This is an optimization exercise on Yosys and OpenROAD, whose aim is small area, a short achievable clock period and few clock cycles per item, not a production implementation.
The RTL of this run was laid out without a check of its function.

File: design.v
`default_nettype none
module rgb_to_hsv_converter (
  input  wire logic        clk_i,
  input  wire logic        rst_ni,
  input  wire logic        in_valid_i,
  output logic             in_stall_o,
  input  wire logic [23:0] in_word_i,
  output logic             out_valid_o,
  input  wire logic        out_stall_i,
  output logic [30:0]      out_word_o
);
  logic adv;
  logic [7:0] x1_r;
  logic [7:0] x1_g;
  logic [7:0] x1_b;
  logic x1_ge_rg;
  logic x1_ge_rb;
  logic x1_ge_gb;
  assign x1_r = in_word_i[23:16];
  assign x1_g = in_word_i[15:8];
  assign x1_b = in_word_i[7:0];
  assign x1_ge_rg = (x1_r >= x1_g);
  assign x1_ge_rb = (x1_r >= x1_b);
  assign x1_ge_gb = (x1_g >= x1_b);
  logic x1_isr;
  logic x1_isg;
  logic [2:0] x1_k;
  logic [7:0] x1_M;
  logic [7:0] x1_mid;
  logic [7:0] x1_mn;
  assign x1_isr = x1_ge_rg & x1_ge_rb;
  assign x1_isg = ~x1_isr & x1_ge_gb;
  always_comb begin
    if (x1_isr) begin x1_M = x1_r; x1_mid = x1_ge_gb ? x1_g : x1_b; x1_k = x1_ge_gb ? 3'd0 : 3'd5; end
    else if (x1_isg) begin x1_M = x1_g; x1_mid = x1_ge_rb ? x1_r : x1_b; x1_k = x1_ge_rb ? 3'd1 : 3'd2; end
    else begin x1_M = x1_b; x1_mid = x1_ge_rg ? x1_r : x1_g; x1_k = x1_ge_rg ? 3'd4 : 3'd3; end
    if (x1_ge_rg) x1_mn = x1_ge_gb ? x1_b : x1_g;
    else x1_mn = x1_ge_rb ? x1_b : x1_r;
  end
  logic [2:0] q1_k;
  logic [7:0] q1_Mn;
  logic [7:0] u1_M;
  assign u1_M = ~q1_Mn;
  logic [7:0] q1_mid;
  logic [7:0] q1_mn;
  logic q1_v;
  logic [7:0] x2_mag;
  logic [7:0] x2_D;
  logic [11:0] x2_x;
  assign x2_D = u1_M - q1_mn;
  assign x2_mag = q1_k[0] ? u1_M - q1_mid : q1_mid - q1_mn;
  assign x2_x = {x2_mag, 4'd0} - {4'd0, x2_mag};
  logic [7:0] x2_hr;
  logic [3:0] x2_hn;
  assign x2_hr = x2_x[11:4];
  assign x2_hn = x2_x[3:0];
  logic [7:0] x2_nd;
  assign x2_nd = q1_mn - u1_M;
  logic [2:0] q2_k;
  logic [7:0] q2_Mn;
  logic [7:0] u2_M;
  assign u2_M = ~q2_Mn;
  logic [7:0] q2_Dn;
  logic [7:0] u2_D;
  assign u2_D = ~q2_Dn;
  logic [7:0] q2_hr;
  logic [3:0] q2_hn;
  logic [7:0] q2_nd;
  logic q2_v;
  logic [8:0] x3_ht;
  logic [8:0] x3_hd;
  logic [7:0] x3_hr;
  assign x3_ht = {q2_hr, q2_hn[3]};
  assign x3_hd = {~(x3_ht >= {1'b0, u2_D}), x3_ht[7:0] - u2_D};
  assign x3_hr = x3_hd[8] ? x3_ht[7:0] : x3_hd[7:0];
  logic x3_hq;
  assign x3_hq = ~x3_hd[8];
  logic [8:0] x4_ht;
  logic [8:0] x4_hd;
  logic [7:0] x4_hr;
  assign x4_ht = {x3_hr, q2_hn[2]};
  assign x4_hd = {~(x4_ht >= {1'b0, u2_D}), x4_ht[7:0] - u2_D};
  assign x4_hr = x4_hd[8] ? x4_ht[7:0] : x4_hd[7:0];
  logic [1:0] x4_hq;
  assign x4_hq = {x3_hq, ~x4_hd[8]};
  logic [2:0] q3_k;
  logic [7:0] q3_Mn;
  logic [7:0] u3_M;
  assign u3_M = ~q3_Mn;
  logic [7:0] q3_Dn;
  logic [7:0] u3_D;
  assign u3_D = ~q3_Dn;
  logic [7:0] q3_hr;
  logic [3:0] q3_hn;
  logic [7:0] q3_nd;
  logic [1:0] q3_hq;
  logic q3_v;
  logic [8:0] x5_ht;
  logic [8:0] x5_hd;
  logic [7:0] x5_hr;
  assign x5_ht = {q3_hr, q3_hn[1]};
  assign x5_hd = {~(x5_ht >= {1'b0, u3_D}), x5_ht[7:0] - u3_D};
  assign x5_hr = x5_hd[8] ? x5_ht[7:0] : x5_hd[7:0];
  logic [2:0] x5_hq;
  assign x5_hq = {q3_hq, ~x5_hd[8]};
  logic [8:0] x6_ht;
  logic [8:0] x6_hd;
  logic [7:0] x6_hr;
  assign x6_ht = {x5_hr, q3_hn[0]};
  assign x6_hd = {~(x6_ht >= {1'b0, u3_D}), x6_ht[7:0] - u3_D};
  assign x6_hr = x6_hd[8] ? x6_ht[7:0] : x6_hd[7:0];
  logic [3:0] x6_hq;
  assign x6_hq = {x5_hq, ~x6_hd[8]};
  logic [2:0] q4_k;
  logic [7:0] q4_Mn;
  logic [7:0] u4_M;
  assign u4_M = ~q4_Mn;
  logic [7:0] q4_Dn;
  logic [7:0] u4_D;
  assign u4_D = ~q4_Dn;
  logic [7:0] q4_hr;
  logic [7:0] q4_nd;
  logic [3:0] q4_hq;
  logic q4_v;
  logic [8:0] x7_ht;
  logic [8:0] x7_hd;
  logic [7:0] x7_hr;
  assign x7_ht = {q4_hr, (q4_k[0] & ~q4_nd[7])};
  assign x7_hd = {~(x7_ht >= {1'b0, u4_D}), x7_ht[7:0] - u4_D};
  assign x7_hr = x7_hd[8] ? x7_ht[7:0] : x7_hd[7:0];
  logic [4:0] x7_hq;
  assign x7_hq = {q4_hq, ~x7_hd[8]};
  logic [8:0] x7_st;
  logic [8:0] x7_sd;
  logic [7:0] x7_sr;
  assign x7_st = {~q4_nd, q4_nd[7]};
  assign x7_sd = {~(x7_st >= {1'b0, u4_M}), x7_st[7:0] - u4_M};
  assign x7_sr = x7_sd[8] ? x7_st[7:0] : x7_sd[7:0];
  logic x7_sq;
  assign x7_sq = ~x7_sd[8];
  logic [8:0] x8_ht;
  logic [8:0] x8_hd;
  logic [7:0] x8_hr;
  assign x8_ht = {x7_hr, (q4_k[0] & ~q4_nd[6])};
  assign x8_hd = {~(x8_ht >= {1'b0, u4_D}), x8_ht[7:0] - u4_D};
  assign x8_hr = x8_hd[8] ? x8_ht[7:0] : x8_hd[7:0];
  logic [5:0] x8_hq;
  assign x8_hq = {x7_hq, ~x8_hd[8]};
  logic [8:0] x8_st;
  logic [8:0] x8_sd;
  logic [7:0] x8_sr;
  assign x8_st = {x7_sr, q4_nd[6]};
  assign x8_sd = {~(x8_st >= {1'b0, u4_M}), x8_st[7:0] - u4_M};
  assign x8_sr = x8_sd[8] ? x8_st[7:0] : x8_sd[7:0];
  logic [1:0] x8_sq;
  assign x8_sq = {x7_sq, ~x8_sd[8]};
  logic [2:0] q5_k;
  logic [7:0] q5_Mn;
  logic [7:0] u5_M;
  assign u5_M = ~q5_Mn;
  logic [7:0] q5_Dn;
  logic [7:0] u5_D;
  assign u5_D = ~q5_Dn;
  logic [7:0] q5_hr;
  logic [7:0] q5_nd;
  logic [5:0] q5_hq;
  logic [7:0] q5_sr;
  logic [1:0] q5_sq;
  logic q5_v;
  logic [8:0] x9_ht;
  logic [8:0] x9_hd;
  logic [7:0] x9_hr;
  assign x9_ht = {q5_hr, (q5_k[0] & ~q5_nd[5])};
  assign x9_hd = {~(x9_ht >= {1'b0, u5_D}), x9_ht[7:0] - u5_D};
  assign x9_hr = x9_hd[8] ? x9_ht[7:0] : x9_hd[7:0];
  logic [6:0] x9_hq;
  assign x9_hq = {q5_hq, ~x9_hd[8]};
  logic [8:0] x9_st;
  logic [8:0] x9_sd;
  logic [7:0] x9_sr;
  assign x9_st = {q5_sr, q5_nd[5]};
  assign x9_sd = {~(x9_st >= {1'b0, u5_M}), x9_st[7:0] - u5_M};
  assign x9_sr = x9_sd[8] ? x9_st[7:0] : x9_sd[7:0];
  logic [2:0] x9_sq;
  assign x9_sq = {q5_sq, ~x9_sd[8]};
  logic [8:0] x10_ht;
  logic [8:0] x10_hd;
  logic [7:0] x10_hr;
  assign x10_ht = {x9_hr, (q5_k[0] & ~q5_nd[4])};
  assign x10_hd = {~(x10_ht >= {1'b0, u5_D}), x10_ht[7:0] - u5_D};
  assign x10_hr = x10_hd[8] ? x10_ht[7:0] : x10_hd[7:0];
  logic [7:0] x10_hq;
  assign x10_hq = {x9_hq, ~x10_hd[8]};
  logic [8:0] x10_st;
  logic [8:0] x10_sd;
  logic [7:0] x10_sr;
  assign x10_st = {x9_sr, q5_nd[4]};
  assign x10_sd = {~(x10_st >= {1'b0, u5_M}), x10_st[7:0] - u5_M};
  assign x10_sr = x10_sd[8] ? x10_st[7:0] : x10_sd[7:0];
  logic [3:0] x10_sq;
  assign x10_sq = {x9_sq, ~x10_sd[8]};
  logic [2:0] q6_k;
  logic [7:0] q6_Mn;
  logic [7:0] u6_M;
  assign u6_M = ~q6_Mn;
  logic [7:0] q6_Dn;
  logic [7:0] u6_D;
  assign u6_D = ~q6_Dn;
  logic [7:0] q6_hr;
  logic [7:0] q6_nd;
  logic [7:0] q6_hq;
  logic [7:0] q6_sr;
  logic [3:0] q6_sq;
  logic q6_v;
  logic [8:0] x11_ht;
  logic [8:0] x11_hd;
  logic [7:0] x11_hr;
  assign x11_ht = {q6_hr, (q6_k[0] & ~q6_nd[3])};
  assign x11_hd = {~(x11_ht >= {1'b0, u6_D}), x11_ht[7:0] - u6_D};
  assign x11_hr = x11_hd[8] ? x11_ht[7:0] : x11_hd[7:0];
  logic [8:0] x11_hq;
  assign x11_hq = {q6_hq, ~x11_hd[8]};
  logic [8:0] x11_st;
  logic [8:0] x11_sd;
  logic [7:0] x11_sr;
  assign x11_st = {q6_sr, q6_nd[3]};
  assign x11_sd = {~(x11_st >= {1'b0, u6_M}), x11_st[7:0] - u6_M};
  assign x11_sr = x11_sd[8] ? x11_st[7:0] : x11_sd[7:0];
  logic [4:0] x11_sq;
  assign x11_sq = {q6_sq, ~x11_sd[8]};
  logic [8:0] x12_ht;
  logic [8:0] x12_hd;
  logic [7:0] x12_hr;
  assign x12_ht = {x11_hr, (q6_k[0] & ~q6_nd[2])};
  assign x12_hd = {~(x12_ht >= {1'b0, u6_D}), x12_ht[7:0] - u6_D};
  assign x12_hr = x12_hd[8] ? x12_ht[7:0] : x12_hd[7:0];
  logic [9:0] x12_hq;
  assign x12_hq = {x11_hq, ~x12_hd[8]};
  logic [8:0] x12_st;
  logic [8:0] x12_sd;
  logic [7:0] x12_sr;
  assign x12_st = {x11_sr, q6_nd[2]};
  assign x12_sd = {~(x12_st >= {1'b0, u6_M}), x12_st[7:0] - u6_M};
  assign x12_sr = x12_sd[8] ? x12_st[7:0] : x12_sd[7:0];
  logic [5:0] x12_sq;
  assign x12_sq = {x11_sq, ~x12_sd[8]};
  logic [2:0] q7_k;
  logic [7:0] q7_Mn;
  logic [7:0] u7_M;
  assign u7_M = ~q7_Mn;
  logic [7:0] q7_Dn;
  logic [7:0] u7_D;
  assign u7_D = ~q7_Dn;
  logic [7:0] q7_hr;
  logic [7:0] q7_nd;
  logic [9:0] q7_hq;
  logic [7:0] q7_sr;
  logic [5:0] q7_sq;
  logic q7_v;
  logic [8:0] x13_ht;
  logic [8:0] x13_hd;
  logic [7:0] x13_hr;
  assign x13_ht = {q7_hr, (q7_k[0] & ~q7_nd[1])};
  assign x13_hd = {~(x13_ht >= {1'b0, u7_D}), x13_ht[7:0] - u7_D};
  assign x13_hr = x13_hd[8] ? x13_ht[7:0] : x13_hd[7:0];
  logic [10:0] x13_hq;
  assign x13_hq = {q7_hq, ~x13_hd[8]};
  logic [8:0] x13_st;
  logic [8:0] x13_sd;
  logic [7:0] x13_sr;
  assign x13_st = {q7_sr, q7_nd[1]};
  assign x13_sd = {~(x13_st >= {1'b0, u7_M}), x13_st[7:0] - u7_M};
  assign x13_sr = x13_sd[8] ? x13_st[7:0] : x13_sd[7:0];
  logic [6:0] x13_sq;
  assign x13_sq = {q7_sq, ~x13_sd[8]};
  logic [8:0] x14_ht;
  logic [8:0] x14_hd;
  logic [7:0] x14_hr;
  assign x14_ht = {x13_hr, (q7_k[0] & ~q7_nd[0])};
  assign x14_hd = {~(x14_ht >= {1'b0, u7_D}), x14_ht[7:0] - u7_D};
  assign x14_hr = x14_hd[8] ? x14_ht[7:0] : x14_hd[7:0];
  logic [11:0] x14_hq;
  assign x14_hq = {x13_hq, ~x14_hd[8]};
  logic [8:0] x14_st;
  logic [8:0] x14_sd;
  logic [7:0] x14_sr;
  assign x14_st = {x13_sr, q7_nd[0]};
  assign x14_sd = {~(x14_st >= {1'b0, u7_M}), x14_st[7:0] - u7_M};
  assign x14_sr = x14_sd[8] ? x14_st[7:0] : x14_sd[7:0];
  logic [7:0] x14_sq;
  assign x14_sq = {x13_sq, ~x14_sd[8]};
  logic x14_grey;
  assign x14_grey = (u7_D == 8'd0);
  logic [6:0] x14_hh;
  assign x14_hh = {q7_k, 4'd0} - {4'd0, q7_k} + {3'd0, x14_hq[11:8]};
  logic [7:0] q8_Mn;
  logic [7:0] u8_M;
  assign u8_M = ~q8_Mn;
  logic [7:0] q8_sq;
  logic q8_grey;
  logic [6:0] q8_hh;
  logic [7:0] q8_hq8;
  logic q8_v;
  logic [30:0] x15_word;
  assign x15_word = q8_grey ? {23'd0, u8_M} : {q8_hh, q8_hq8, q8_sq, u8_M};
  assign adv        = ~(out_valid_o & out_stall_i);
  assign in_stall_o = ~adv;
  always_ff @(posedge clk_i or negedge rst_ni) begin
    if (!rst_ni) begin
      q1_v <= 1'b0;
      q2_v <= 1'b0;
      q3_v <= 1'b0;
      q4_v <= 1'b0;
      q5_v <= 1'b0;
      q6_v <= 1'b0;
      q7_v <= 1'b0;
      q8_v <= 1'b0;
    end else if (adv) begin
      q1_v <= in_valid_i;
      q2_v <= q1_v;
      q3_v <= q2_v;
      q4_v <= q3_v;
      q5_v <= q4_v;
      q6_v <= q5_v;
      q7_v <= q6_v;
      q8_v <= q7_v;
    end
  end
  always_ff @(posedge clk_i) begin
    if (adv) begin
      q1_k <= x1_k;
      q1_Mn <= ~x1_M;
      q1_mid <= x1_mid;
      q1_mn <= x1_mn;
      q2_k <= q1_k;
      q2_Mn <= ~u1_M;
      q2_Dn <= ~x2_D;
      q2_hr <= x2_hr;
      q2_hn <= x2_hn;
      q2_nd <= x2_nd;
      q3_k <= q2_k;
      q3_Mn <= ~u2_M;
      q3_Dn <= ~u2_D;
      q3_hr <= x4_hr;
      q3_hn <= q2_hn;
      q3_nd <= q2_nd;
      q3_hq <= x4_hq;
      q4_k <= q3_k;
      q4_Mn <= ~u3_M;
      q4_Dn <= ~u3_D;
      q4_hr <= x6_hr;
      q4_nd <= q3_nd;
      q4_hq <= x6_hq;
      q5_k <= q4_k;
      q5_Mn <= ~u4_M;
      q5_Dn <= ~u4_D;
      q5_hr <= x8_hr;
      q5_nd <= q4_nd;
      q5_hq <= x8_hq;
      q5_sr <= x8_sr;
      q5_sq <= x8_sq;
      q6_k <= q5_k;
      q6_Mn <= ~u5_M;
      q6_Dn <= ~u5_D;
      q6_hr <= x10_hr;
      q6_nd <= q5_nd;
      q6_hq <= x10_hq;
      q6_sr <= x10_sr;
      q6_sq <= x10_sq;
      q7_k <= q6_k;
      q7_Mn <= ~u6_M;
      q7_Dn <= ~u6_D;
      q7_hr <= x12_hr;
      q7_nd <= q6_nd;
      q7_hq <= x12_hq;
      q7_sr <= x12_sr;
      q7_sq <= x12_sq;
      q8_Mn <= ~u7_M;
      q8_sq <= x14_sq;
      q8_grey <= x14_grey;
      q8_hh <= x14_hh;
      q8_hq8 <= x14_hq[7:0];
    end
  end
  assign out_valid_o = q8_v;
  assign out_word_o  = x15_word;
endmodule
`default_nettype wire
File: run.sh
#!/bin/bash
# synth_recipe.tcl (not shown) runs the flow's synth.tcl, then flattens the netlist and writes it again
# the make line also repeats each setting of config.mk as NAME=value (left out here)
make -C /OpenROAD-flow-scripts/flow DESIGN_CONFIG=/design/flow/config.mk WORK_HOME=/design/flow/orfs CLKGATE_MAP_FILE= SYNTH_SCRIPT=/design/flow/synth_recipe.tcl finish
File: config.mk
export PLATFORM = sky130hd
export DESIGN_NAME = rgb_to_hsv_converter
export DESIGN_NICKNAME = rgb_to_hsv_converter
export VERILOG_FILES = /design/flow/design.v
export SDC_FILE = /design/flow/constraint.sdc
export NUM_CORES = 4
export LEC_CHECK = 0
export ABC_AREA = 1
export CAP_MARGIN = 20
export CORE_MARGIN = 2
export CORE_UTILIZATION = 60
export CTS_CLUSTER_DIAMETER = 100
export CTS_CLUSTER_SIZE = 30
export SETUP_SLACK_MARGIN = 4.0
export SLEW_MARGIN = 20
File: constraint.sdc
create_clock -name core_clock -period 7.5 [get_ports {clk_i}]
set_input_delay 1.5000 -clock core_clock [delete_from_list [all_inputs] [get_ports {clk_i}]]
set_output_delay 1.5000 -clock core_clock [all_outputs]
set_load 0.01 [all_outputs]
==> results.yml <==
run_status:
  status: "finished clean"
detailed_routing:
  via_count: 16400
  antenna_left: 0
  via_per_inst: 5.52
  dr.pass1.iters: 6
  wl_per_cell_microns: 16.1
  wl_microns: 47600
  drt_iter0_markers: 998
  drc: 0
flow_run:
  cap_viol_max_count: 0
worst_setup_path:
  endpoint_kind: "flip-flop"
  start_kind: "primary input"
  crit_arrival_ns: 3.72
  rr_worst_depth: 16
  critical-path-slowest-cell: "clkdlybuf4s50_1"
  cpPeakStageDelay_ns: 0.50
  path_cells: "clkdlybuf4s50_1, inv_1, ha_1, nand2_1, nor2_1, nand4_1, nand3_4, nand2_8, nand2_2, clkinvlp_4, a22oi_1, nand2_1"
  crit_type: "primary input to flip-flop"
  cp_max_fo: 12
  critPathRequiredTime_ns: 7.78
  cpMostUsedCell: "nand2_1"
final_layout:
  final_area_sq_um: 25500
  final_common_cell: "nand2_1"
  insertedDiodeCount: 0
  largest_reg_flops: 10
  layout_common_cells: "nand2_1 (485), edfxtp_1 (329), inv_1 (294)"
  final_util_pct: 70.1
  top_register: "q7_hq"
  fillers: 2714
  nets: 2762
  syn2layout_area_growth_pct: 16.1
  drive_above_1_share_pct: 15.1
  instances_no_fill: 2964
clock_tree:
  clk_latency_ns: 0.52
  clockBufferDepth: 3
  tritoncts: "yes"
  path_clk_slew_ns: 0.11
  cts.sinks: 337
  h-tree-depth: 1
  cts_buffers: 16
  root_buffer: "clkbuf_16"
synth:
  ys_types: 56
  synthArstFlopShare_pct: 2.37
  synth_edf_count: 329
  ys_seq_elements: 337
  synth_cells: 2301
  seq_area_frac_synth_pct: 45.9
  synth_top_flop_cell: "edfxtp_1"
  synth_fp_nets: 2572
  syn_area_sq_um: 21900
  yosys_warnings: 1
  avgSynthCellArea_sq_um: 9.53
min_path:
  worstHoldPathCells: 0
  hp-class: "flip-flop to flip-flop"
timing:
  fmax_ghz: 0.291
  finalSetupTns_ns: 0
  finalHoldViolations: 0
  slew_viol_final: 0
  final.setup.worst_slack_ns: 4.07
  grt_setup_unrepaired: "true"
  fin_hold_ws_ns: 0.416
  relSlewSlack_pct: 34.2
  finalSetupViolCount: 0
  period_share_pct: 45.8
  finalClockSkew_ns: 0.0152
  period_needed_ns: 3.43
  tightestPinTransition_ns: 0.987
global_route:
  grt.total_usage_pct: 24.1
  grt_pass1_wl_microns: 75300
  first_global_vias: 15800
  antenna_found_initial: 0
  grt-ovfl-total: 0
  grt_max_degree: 183
floorplan:
  die_w_microns: 195
  row_count: 70
  core_sq_um: 36300
  die_area_sq_um: 38100
  initial_core_util_pct: 60.4
  io_pins: 61
  die_h_microns: 195
placement:
  portBuffers: 60
  place_inst: 2811
  hpwlAfterDp_microns: 33700
  globalplace.congestion: 0.918
  dpl_worst_slack_ns: 2.43
  postPlaceCellArea_sq_um: 23000
-- repair_timing --
| item | 4_1_cts | 5_1_grt |
|---|---|---|
| gates resized for setup | 48 | 145 |
| buffers inserted | 30 | 89 |
| hold buffers | 0 | 0 |
| gates cloned | 5 | 6 |
| pin swaps | 14 | 52 |
| setup endpoints to repair | 146 | 99 |
-- routing by layer --
metal  up-vias  global-route usage, %  wire [microns]
li1       8252                      -               -
met1      7671                   29.0           19600
met2       354                   45.9           25100
met3        93                   1.80            1460
met4         0                   7.86            1480
met5         -                      0               0
-- path summary, 6_finish.rpt --
path | startpoint | end | slack [ns]
hold / removal | q3_nd[6] | q4_nd[6] | 0.42
hold reg to reg | q3_nd[6] | q4_nd[6] | 0.42
max in group asynchronous | rst_ni | q6_v | 5.99
setup reg to reg | q4_Mn[2] | q5_sr[7] | 4.08
setup / recovery | in_word_i[7] | q1_mid[5] | 4.07
min in group asynchronous | rst_ni | q1_v | 1.25
-- synthesized netlist by cell type (all sizes together) (19+ instances only) --
cell	n	share of area, %
ha	220	13
edfxtp	329	45
nor2	147	2.6
fa	23	2.1
o21ai	135	3.5
nor3	24	0.59
xnor2	36	1.4
nand2	521	9.5
nand3	138	3.3
a21o	19	0.65
nand4	37	1.1
xor2	90	3.6
inv	306	5.2
a21oi	172	4.5
-- worst max-delay path, delay by kind of cell --
family          cells  cell delay, ns
simple gates        7            0.83
buf+inv             3            0.81
compound gates      1            0.25
fa+ha+maj           1            0.31
-- cell type report --
cell class | instances | area (sq um) | share of cell area [%]
Multi-Input combinational cell | 1647 | 11500 | 45.3
Sequential cell | 337 | 10100 | 39.6
Timing Repair Buffer | 182 | 1610 | 6.30
Inverter | 307 | 1160 | 4.57
Tap cell | 468 | 586 | 2.30
Clock buffer | 17 | 425 | 1.67
Clock inverter | 6 | 63.8 | 0.251
-- cells by family (layout without fill, tap and decap cells) --
logic type,Yosys count,after routing,synth area share (%)
xor+xnor,126,126,5.03
compound gates,381,383,10.7
fa+ha+maj,243,243,14.6
buf+inv,328,512,5.90
simple gates,886,895,17.8
flops,337,337,45.9

[afterwards: timing with drivers on the ports]
In the flow no input, the clock included, has a driving cell. The finished layout below was timed again as built, in two steps. Step 1 sets driving cells, clkbuf_16 on the clock port and buf_2 on the other inputs (assumed; they add their load-dependent delay and slew). Step 2, shift: input delay + t, output delay - t, t = (earliest + latest rising clock arrival at the registers) / 2. This alone moves slack from input paths to output paths. a / b / c = ideal / step 1 / step 2; a / b = the first two.
shift t [ns]: 0.570
setup slack, ns: 4.065 / 4.055 / 3.531
worst setup path at the end: input to register
After both steps setup and hold are still met in this run. For this run, drivers alone change the setup slack by -0.010 ns; drivers and shift together by -0.534 ns.
